What follows belongs to an exercise in optimizing a design on an open flow for small area, a short achievable clock period and few clock cycles; a production flow would make more cautious choices.
In this exercise RTL edits were held to simulation tests only and were not proved equivalent to the original.

Design ntt_core, start of the top module:
module ntt_core (
    input  logic        clk,
    input  logic        reset,
    input  logic        cmd_valid,
    output logic        cmd_ready,
    input  logic [1:0]  cmd,
    input  logic        in_valid,
    output logic        in_ready,
    input  logic [12:0] in_data,
    output logic        out_valid,
    input  logic        out_ready,
    output logic [12:0] out_data,
    output logic        busy
);
Size: about 3000 cells after synthesis, about 420 flip-flops, about 37 I/O pins, about 29000 sq um of cells after synthesis.
clock: 12.0 ns
lec_check: 0
cap_margin: 20
core_margin: 2
core_utilization: 35
slew_margin: 20
run.sh (not shown) runs the stock make flow with config.mk's settings and CLKGATE_MAP_FILE= SYNTH_SCRIPT=/design/flow/synth_recipe.tcl, a recipe that flattens the netlist after the stock synthesis.
The starting point finished with timing, DRC and antenna clean.
Testbench counts at the start, summed over its fixed seeds: cycles 9,984.
Rerun with:
--- a/flow/design.v
+++ b/flow/design.v
@@ -92,33 +92,35 @@
     localparam logic [1:0] S_LTW  = 2'd1;
     localparam logic [1:0] S_LD   = 2'd2;
     localparam logic [1:0] S_POST = 2'd3;
     localparam logic [5:0] ST_OUT = 6'd32;   
     localparam logic [5:0] ST_END = 6'd48;   
     logic [1:0] state, state_n;
     logic [5:0] st, st_n;
     logic       run_ok, run_ok_n;   
     logic [2:0] root, root_n;       
     logic       ov;                 
     logic       o1v, o2v;           
+    logic [3:0] o1t, o2t;           
+    logic [4:0] want;               
     logic       rdy, bsy, inr;      
-    logic cmd_fire, in_fire, ostall, oissue;
+    logic cmd_fire, in_fire, oissue, oload, orewind;
     assign cmd_ready = rdy;
     assign busy      = bsy;
     assign in_ready  = inr;
     assign out_valid = ov;
     assign cmd_fire  = cmd_valid && rdy;
     assign in_fire   = in_valid && inr;
-    assign ostall    = ov && !out_ready;
-    assign oissue    = (state == S_POST) && run_ok && !ostall &&
-                       (st >= ST_OUT) && (st < ST_END);
+    assign oissue    = (state == S_POST) && run_ok && (st >= ST_OUT) && (st < ST_END);
+    assign oload     = o2v && (o2t == want[3:0]) && !want[4] && (!ov || out_ready);
+    assign orewind   = o2v && (o2t == want[3:0]) && !want[4] && !oload;
     logic [2:0] root_dec;
     always_comb begin
         case (in_data)
             13'd527:  root_dec = 3'd0;
             13'd583:  root_dec = 3'd1;
             13'd849:  root_dec = 3'd2;
             13'd1728: root_dec = 3'd3;
             13'd5953: root_dec = 3'd4;
             13'd6832: root_dec = 3'd5;
             13'd7098: root_dec = 3'd6;
             default:  root_dec = 3'd7;
@@ -148,49 +150,54 @@
                     if (st == 6'd7) state_n = S_IDLE;
                 end
             end
             S_LD: begin
                 if (in_fire) begin
                     st_n = st + 6'd1;
                     if (st == 6'd15) state_n = S_POST;
                 end
             end
             default: begin   
                 if (cmd_fire && cmd == 2'd2) run_ok_n = 1'b1;
-                if (st < ST_OUT || oissue) st_n = st + 6'd1;
-                if (st == ST_END && !o1v && !o2v && ov && out_ready) state_n = S_IDLE;
+                if (orewind) st_n = {2'b10, want[3:0]};
+                else if (st < ST_OUT || oissue) st_n = st + 6'd1;
+                if (want[4] && ov && out_ready) state_n = S_IDLE;
             end
         endcase
     end
     always_ff @(posedge clk or posedge reset) begin
         if (reset) begin
             state  <= S_IDLE;
             st     <= '0;
             run_ok <= 1'b0;
             root   <= '0;
             ov     <= 1'b0;
             o1v    <= 1'b0;
             o2v    <= 1'b0;
+            want   <= '0;
             rdy    <= 1'b1;
             bsy    <= 1'b0;
             inr    <= 1'b0;
         end else begin
             state  <= state_n;
             st     <= st_n;
             run_ok <= run_ok_n;
             root   <= root_n;
-            if (!ostall) begin
-                ov  <= o2v;
-                o2v <= o1v;
-                o1v <= oissue;
-            end
+            o1v <= oissue;
+            o1t <= st[3:0];
+            o2v <= o1v;
+            o2t <= o1t;
+            if (oload) ov <= 1'b1;
+            else if (out_ready) ov <= 1'b0;
+            if (state != S_POST) want <= '0;
+            else if (oload) want <= want + 5'd1;
             rdy <= (state_n == S_IDLE) || (state_n == S_POST && !run_ok_n);
             bsy <= !((state_n == S_IDLE) || (state_n == S_POST && !run_ok_n));
             inr <= (state_n == S_LTW) || (state_n == S_LD);
         end
     end
     logic       op_v, op_ld, op_in, op_bf;
     logic [3:0] op_a, op_b;
     logic [2:0] op_e;
     always_comb begin
         op_v  = 1'b0;
         op_ld = 1'b0;   
@@ -263,51 +270,51 @@
             3'd4: rd1 = rf[8];
             3'd5: rd1 = rf[11];
             3'd6: rd1 = rf[13];
             default: rd1 = rf[14];
         endcase
     end
     logic [12:0] e1_u, e1_v;
     logic        e1_ld, e1_bf, e1_neg;
     logic [3:0]  e1_a, e1_b;
     logic [2:0]  e1_e;
     always_ff @(posedge clk) begin
-        if (!ostall) begin
+        begin
             e1_u   <= op_ld ? 13'd0 : (pa ? rd1 : rd0);
             e1_v   <= op_in ? in_data : (pa ? rd0 : rd1);
             e1_ld  <= op_v && op_ld;
             e1_bf  <= op_v && op_bf;
             e1_a   <= op_a;
             e1_b   <= op_b;
             e1_e   <= op_e;
             e1_neg <= st[3];   
         end
     end
     logic [12:0] e2_s, e2_d;
     assign e2_s = mod_add(e1_u, e1_v);
     assign e2_d = mod_sub(e1_u, e1_v);
     logic [12:0] s_r, d_r;
     logic        s_we, s_neg;
     logic [3:0]  s_a;
     always_ff @(posedge clk) begin
-        if (!ostall) begin
+        begin
             s_r   <= e2_s;
             d_r   <= e2_d;
             s_we  <= e1_ld || e1_bf;
             s_a   <= e1_a;
             s_neg <= e1_neg;
         end
     end
     logic [12:0] oreg;
     always_ff @(posedge clk) begin
-        if (!ostall) oreg <= s_neg ? d_r : s_r;
+        if (oload) oreg <= s_neg ? d_r : s_r;
     end
     assign out_data = oreg;
     logic [12:0] m_d, m_w;
     assign m_d = d_r;
     logic [25:0] m_s, m_c;
     logic [18:0] m_t1;
     logic [14:0] m_t2;
     logic        m_v [4];
     logic [3:0]  m_b [4];
     logic [26:0] pp [13];
     for (genvar i = 0; i < 13; i++) begin : g_pp
Outcome:
- The new run ran to the end with no violations
- wire length increases by 4.9%
- setup slack loses 0.32 ns
- cell area came out higher by 0.85%
- final cell count grows by 1.1%
- synthesized cell count went up by 1.2%
- hold slack gets better by 0.041 ns
- critical path depth went down by 1
- die area rose by 1.0%
Testbench counts after the change, summed over its fixed seeds: cycles 9,984.

-- port drivers added, routing unchanged --
Ports are ideal in the flow. The routed layouts listed here were re-timed in OpenROAD.
Step 1, drivers: a clkbuf_16 drives clk and a buf_2 each remaining input, both assumed.
Step 2 moves the port delays by t, midway between the first and last clock arrival at a register: inputs arrive t later, outputs are due t later. That takes back most of the time a late clock gives input paths.
Slacks: ideal ports / drivers / drivers and shift; pairs: ideal ports / drivers.
run	t, ns	setup slack, ns	worst slew at a driven data input, ns
the first run	0.657	7.771 / 7.771 / 7.245	0.12
the second run	0.661	7.450 / 7.450 / 7.306	0.13
After both steps every run listed still meets setup and hold. The setup slack of the first run, which loses most, moves by 0.000 ns with the drivers and by -0.526 ns with both steps.
